From an optimization exercise on the open Yosys and OpenROAD flow, aimed at small area; shortcuts taken in it are not production practice.
The RTL was checked by simulation tests, not by an equivalence proof against the original design.
Power figures rest on the tool's default switching activity, not on a simulated workload.

## run 1
Design cpu_top, start of the top module:
module cpu_top (
    input  logic       clk_i,
    input  logic       reset,
    input  logic [7:0] instr_i,
    input  logic       data_or_reg_i,   
    input  logic [4:0] address_i,
    input  logic [1:0] byte_sel_i,
    output logic [7:0] value_o
);
Size: roughly 3700 flip-flops, about 26 I/O pins, about 0.13 mm^2 of cells after synthesis.
clock: 10.0 ns
lec_check: 0
cap_margin: 20
cell_pad_in_sites_detail_placement: 0
cell_pad_in_sites_global_placement: 0
core_margin: 2
core_utilization: 40
gpl_routability_driven: 1
place_density: 0.55
setup_slack_margin: 0.2
slew_margin: 20
standard.sh (not shown) runs the stock make flow with config.mk's settings and CLKGATE_MAP_FILE= SYNTH_SCRIPT=/design/flow/synth_recipe.tcl, a recipe that flattens the netlist after the stock synthesis.
==> flow/flow/run.sh <==
#!/bin/bash
# Layout flow: the standard ORFS flow (standard.sh), with these changes to how
# the layout is made:
#  - synthesis maps logic with an area-oriented ABC script (flow/abc_area.script)
#    instead of ORFS's delay-oriented one; everything else in synthesis is unchanged,
#    so the registers, their names and cell types are those of the standard synthesis;
#  - clock tree synthesis clusters more sinks per buffer and inserts no dummy loads;
#  - antenna repair aims 20% below the antenna ratio limits;
#  - the port buffers are buf_2 cells rather than the delay cells ORFS picks by default.
set -euo pipefail
WD=$(pwd)
rm -rf "$WD/scripts_custom"
cp -r "$FLOW_HOME/scripts" "$WD/scripts_custom"
cp "$WD/flow/abc_area.script" "$WD/scripts_custom/abc_speed.script"
sed -i 's/repair_antennas -iterations \$::env(MAX_REPAIR_ANTENNAS_ITER_GRT)/repair_antennas -iterations $::env(MAX_REPAIR_ANTENNAS_ITER_GRT) -ratio_margin 20/' "$WD/scripts_custom/global_route.tcl"
grep -q "ratio_margin 20" "$WD/scripts_custom/global_route.tcl"
CTS="-sink_clustering_enable -repair_clock_nets -sink_clustering_size 24 -sink_clustering_max_diameter 80 -buf_list {sky130_fd_sc_hd__clkbuf_8 sky130_fd_sc_hd__clkbuf_16} -dont_use_dummy_load"
bash "$WD/standard.sh" "SCRIPTS_DIR=$WD/scripts_custom" "CTS_ARGS=$CTS" "BUFFER_PORTS_ARGS=-buffer_cell sky130_fd_sc_hd__buf_2" finish > "$WD/flow_make.log" 2>&1
==> flow/flow/abc_area.script <==
&get -n
&st
&dch
&nf -R 50 -p -F 8 -C 32
&put
topo
Run 1 finished every step from synthesis to the final layout, and the layout passed the timing, design-rule and antenna checks.
Edits applied to the flow inputs when going from run 1 to run 2:
--- a/flow/design.v
+++ b/flow/design.v
@@ -7,55 +7,53 @@
     input  logic [4:0] address_i,
     input  logic [1:0] byte_sel_i,
     output logic [7:0] value_o
 );
     localparam int IW = 23;
     typedef enum logic [1:0] {LD_IDLE, LD_BYTES, LD_RUN} ld_state_e;
     ld_state_e  state;
     logic [8:0] cnt;        
     logic [5:0] ph;         
     logic [2:0] rc;         
     logic       run;        
     logic       wr_byte;    
-    logic [3:0] m;          
+    logic [5:0] pc;         
     assign wr_byte = (state == LD_BYTES) && (instr_i != 8'hFF);
-    assign m       = cnt[3:0];
     assign run     = rc[2];
     always_ff @(posedge clk_i or posedge reset) begin
         if (reset) begin
             state <= LD_IDLE;
             cnt   <= 9'd0;
             rc    <= 3'd0;
+            pc    <= 6'd0;
         end else begin
+            if (run) pc <= pc + 6'd1;
             case (state)
                 LD_IDLE: begin
                     if (instr_i == 8'hFE) begin
                         state <= LD_BYTES;
                         cnt   <= 9'd0;
                     end
                 end
                 LD_BYTES: begin
                     if (instr_i == 8'hFF) state <= LD_RUN;
                     else                  cnt   <= cnt + 9'd1;
                 end
                 default: begin
                     if (!rc[2]) rc <= rc + 3'd1;
                 end
             endcase
         end
     end
-    always_ff @(posedge clk_i) begin
-        if (state == LD_IDLE && instr_i == 8'hFE) ph <= 6'd59;   
-        else                                      ph <= ph + 6'd1;
-    end
+    always_ff @(posedge clk_i) ph <= ph + 6'd1;
     function automatic logic [3:0] byte0_code(input logic [7:0] b);
         logic [2:0] c;
         case (b[6:0])
             7'b0010011: c = 3'd1;
             7'b0000011: c = 3'd2;
             7'b0100011: c = 3'd3;
             7'b0110011: c = 3'd4;
             default:    c = 3'd0;
         endcase
         byte0_code = {b[7], c};
     endfunction
     function automatic logic [IW-1:0] compress(input logic [31:8] iw, input logic [3:0] c0);
@@ -140,34 +138,35 @@
         inj1 = hv1 && (d1[2:0] == 3'd0);
         pt   = inj1 ? d1[5:3] : d0[5:3];
         hsel = inj1 ? h1 : h0;
         for (int k = 0; k < 8; k++) inj[k] = (inj0 | inj1) && (pt == 3'(k));
     end
     logic [IW-1:0] ring [64];
     always_ff @(posedge clk_i) begin
         for (int i = 0; i < 64; i++) begin
             if (i % 8 == 0 && inj[i / 8]) ring[i] <= hsel;
             else                          ring[i] <= ring[(i + 63) % 64];
         end
     end
-    logic [5:0]    pcn;
-    logic [IW-1:0] ring_m, b_word, x_next, x_word;
+    logic [5:0]    pcn, rslot;
+    logic [IW-1:0] ring_r, b_word, x_next, x_word;
     logic [1:0]    bsel;
     always_comb begin
-        pcn    = ph + 6'd1 - {2'b00, m};
-        ring_m = '0;
-        for (int j = 0; j < 16; j++) ring_m = ring_m | ({IW{m == 4'(j)}} & ring[(j + 63) % 64]);
+        pcn    = pc + {5'd0, run};
+        rslot  = ph - pcn;
+        ring_r = '0;
+        for (int i = 0; i < 64; i++) ring_r = ring_r | ({IW{rslot == 6'(i)}} & ring[i]);
         bsel   = pcn[1:0];
         b_word = compress(bq[bsel], bq0[bsel]);
-        x_next = (pcn < 6'd3) ? b_word : ring_m;
+        x_next = (pcn < 6'd3) ? b_word : ring_r;
     end
     always_ff @(posedge clk_i) x_word <= x_next;
     logic       x_k, x_r, x_s;
     logic [4:0] x_p, x_a, x_q, x_rd;
     logic [11:0] x_y;
     assign {x_y, x_a, x_p, x_k} = x_word;
     assign x_q  = x_y[11:7];               
     assign x_r  = x_k && (x_p == 5'd0);
     assign x_s  = !x_k && (x_p == 5'd0);
     assign x_rd = x_r ? x_y[6:2] : x_p;    
     logic        wb_we, wb_ld;
     logic [4:0]  wb_rd;
Results
- Per the comparison of run 2 with run 1, wire length on met2 increased by 13% relative to the old numbers; final critical delay including setup and external delays increased by 0.16 ns relative to the old numbers; fmax decreased by 1.7% relative to the old numbers; initial antenna violation count increased by 31% relative to the old numbers; number of distinct standard cells referenced by the synthesized netlist decreased by 1 relative to the old numbers.
- Of the two values seen for timing startpoint of the critical path, wb_rd[3] was produced by run 1 and address_i[2] by run 2.

---

Another version of the RTL of cpu_top (not shown whole).
For scale: about 8700 cells after synthesis, about 3700 flip-flops, ~26 I/O pins, about 130000 um^2 of cells after synthesis.
export LEC_CHECK = 0
export CAP_MARGIN = 20
export CELL_PAD_IN_SITES_DETAIL_PLACEMENT = 0
export CELL_PAD_IN_SITES_GLOBAL_PLACEMENT = 0
export CORE_MARGIN = 2
export CORE_UTILIZATION = 40
export GPL_ROUTABILITY_DRIVEN = 1
export PLACE_DENSITY = 0.55
export SETUP_SLACK_MARGIN = 0.1
export SLEW_MARGIN = 20
create_clock -name core_clock -period 10.0 [get_ports {clk_i}]
==> flow/flow/run.sh <==
#!/bin/bash
# Layout flow: the standard ORFS flow (standard.sh), with these changes to how
# the layout is made:
#  - synthesis maps logic with an area-oriented ABC script (flow/abc_area.script)
#    instead of ORFS's delay-oriented one; everything else in synthesis is unchanged,
#    so the registers, their names and cell types are those of the standard synthesis;
#  - clock tree synthesis clusters more sinks per buffer and inserts no dummy loads;
#  - antenna repair aims 20% below the antenna ratio limits;
#  - the port buffers are buf_2 cells rather than the delay cells ORFS picks by default.
set -euo pipefail
WD=$(pwd)
rm -rf "$WD/scripts_custom"
cp -r "$FLOW_HOME/scripts" "$WD/scripts_custom"
cp "$WD/flow/abc_area.script" "$WD/scripts_custom/abc_speed.script"
sed -i 's/repair_antennas -iterations \$::env(MAX_REPAIR_ANTENNAS_ITER_GRT)/repair_antennas -iterations $::env(MAX_REPAIR_ANTENNAS_ITER_GRT) -ratio_margin 20/' "$WD/scripts_custom/global_route.tcl"
grep -q "ratio_margin 20" "$WD/scripts_custom/global_route.tcl"
CTS="-sink_clustering_enable -repair_clock_nets -sink_clustering_size 28 -sink_clustering_max_diameter 80 -buf_list {sky130_fd_sc_hd__clkbuf_8 sky130_fd_sc_hd__clkbuf_16} -dont_use_dummy_load"
bash "$WD/standard.sh" "SCRIPTS_DIR=$WD/scripts_custom" "CTS_ARGS=$CTS" "BUFFER_PORTS_ARGS=-buffer_cell sky130_fd_sc_hd__buf_2" finish > "$WD/flow_make.log" 2>&1
==> flow/flow/abc_area.script <==
&get -n
&st
&dch
&nf -R 200 -p -F 8 -C 32
&put
topo
Next try:
--- a/flow/design.v
+++ b/flow/design.v
@@ -8,51 +8,53 @@
     input  logic [1:0] byte_sel_i,
     output logic [7:0] value_o
 );
     localparam int IW = 23;
     typedef enum logic [1:0] {LD_IDLE, LD_BYTES, LD_RUN} ld_state_e;
     ld_state_e  state;
     logic [8:0] cnt;        
     logic [5:0] ph;         
     logic [2:0] rc;         
     logic       run;        
     logic       wr_byte;    
-    logic [5:0] pc;         
+    logic [3:0] m;          
     assign wr_byte = (state == LD_BYTES) && (instr_i != 8'hFF);
+    assign m       = cnt[3:0];
     assign run     = rc[2];
     always_ff @(posedge clk_i or posedge reset) begin
         if (reset) begin
             state <= LD_IDLE;
             cnt   <= 9'd0;
             rc    <= 3'd0;
-            pc    <= 6'd0;
         end else begin
-            if (run) pc <= pc + 6'd1;
             case (state)
                 LD_IDLE: begin
                     if (instr_i == 8'hFE) begin
                         state <= LD_BYTES;
                         cnt   <= 9'd0;
                     end
                 end
                 LD_BYTES: begin
                     if (instr_i == 8'hFF) state <= LD_RUN;
                     else                  cnt   <= cnt + 9'd1;
                 end
                 default: begin
                     if (!rc[2]) rc <= rc + 3'd1;
                 end
             endcase
         end
     end
-    always_ff @(posedge clk_i) ph <= ph + 6'd1;
+    always_ff @(posedge clk_i) begin
+        if (state == LD_IDLE && instr_i == 8'hFE) ph <= 6'd59;   
+        else                                      ph <= ph + 6'd1;
+    end
     function automatic logic [3:0] byte0_code(input logic [7:0] b);
         logic [2:0] c;
         case (b[6:0])
             7'b0010011: c = 3'd1;
             7'b0000011: c = 3'd2;
             7'b0100011: c = 3'd3;
             7'b0110011: c = 3'd4;
             default:    c = 3'd0;
         endcase
         byte0_code = {b[7], c};
     endfunction
@@ -136,33 +138,32 @@
         pt   = inj1 ? d1[5:3] : d0[5:3];
         hsel = inj1 ? h1 : h0;
         for (int k = 0; k < 8; k++) inj[k] = (inj0 | inj1) && (pt == 3'(k));
     end
     logic [IW-1:0] ring [64];
     always_ff @(posedge clk_i) begin
         for (int i = 0; i < 64; i++) begin
             if (i % 8 == 0 && inj[i / 8]) ring[i] <= hsel;
             else                          ring[i] <= ring[(i + 63) % 64];
         end
     end
-    logic [5:0]    pcn, rslot;
-    logic [IW-1:0] ring_r, b_word, x_next, x_word;
+    logic [5:0]    pcn;
+    logic [IW-1:0] ring_m, b_word, x_next, x_word;
     logic [1:0]    bsel;
     always_comb begin
-        pcn    = pc + {5'd0, run};
-        rslot  = ph - pcn;
-        ring_r = '0;
-        for (int i = 0; i < 64; i++) ring_r = ring_r | ({IW{rslot == 6'(i)}} & ring[i]);
+        pcn    = ph + 6'd1 - {2'b00, m};
+        ring_m = '0;
+        for (int j = 0; j < 13; j++) ring_m = ring_m | ({IW{m == 4'(j)}} & ring[(j + 63) % 64]);
         bsel   = pcn[1:0];
         b_word = compress(bq[bsel], bq0[bsel]);
-        x_next = (pcn < 6'd3) ? b_word : ring_r;
+        x_next = (pcn < 6'd3) ? b_word : ring_m;
     end
     always_ff @(posedge clk_i) x_word <= x_next;
     logic       x_k, x_r, x_s;
     logic [4:0] x_p, x_a, x_q, x_rd;
     logic [11:0] x_y;
     assign {x_y, x_a, x_p, x_k} = x_word;
     assign x_q  = x_y[11:7];               
     assign x_r  = x_k && (x_p == 5'd0);
     assign x_s  = !x_k && (x_p == 5'd0);
     assign x_rd = x_r ? x_y[6:2] : x_p;    
     logic        wb_we, wb_ld;
What happened: The new run finished clean. Final area goes down by 4.3%. Clock power goes down by about 2%. Total power goes up by 11%. Via count goes down by 9.9%. Cell count goes down by 7.0%. Sequential power goes up by about 6%. Utilization goes up by 0.12 points. Clock-buffer cell count goes down by 1. Setup slack gets worse by 90 ps. Worst hold slack gets worse by 48 ps.

re-timing with driven ports:
No port has a modelled driver above. Below, the same layouts with a new extraction and two added sets of constraints. Step 1 assumes that a clkbuf_16 drives the clock port and a buf_2 every other input. Step 2 also shifts input and output timing later by t, the mid clock arrival at the registers, as if the neighbouring blocks saw the same clock. Slacks: no drivers / after step 1 / after step 2; pairs: no drivers / after step 1.
run | t, ns | setup WS [ns] | hold WS [ns] | worst setup path after step 2
run 1 | 0.978 | 0.679 / 0.492 / 0.492 | 0.254 / 0.254 / 0.254 | input to output
run 2 | 1.000 | 0.516 / 0.255 / 0.255 | 0.265 / 0.265 / 0.265 | input to output
the first run of note 2 | 1.026 | 0.685 / 0.677 / 0.677 | 0.301 / 0.301 / 0.301 | input to output
the second run of note 2 | 0.976 | 0.594 / 0.594 / 0.594 | 0.253 / 0.253 / 0.253 | register to register
After both steps setup and hold are still met in every run listed. The setup slack of run 2, which loses most, moves by -0.261 ns with the drivers and by -0.261 ns with both steps.
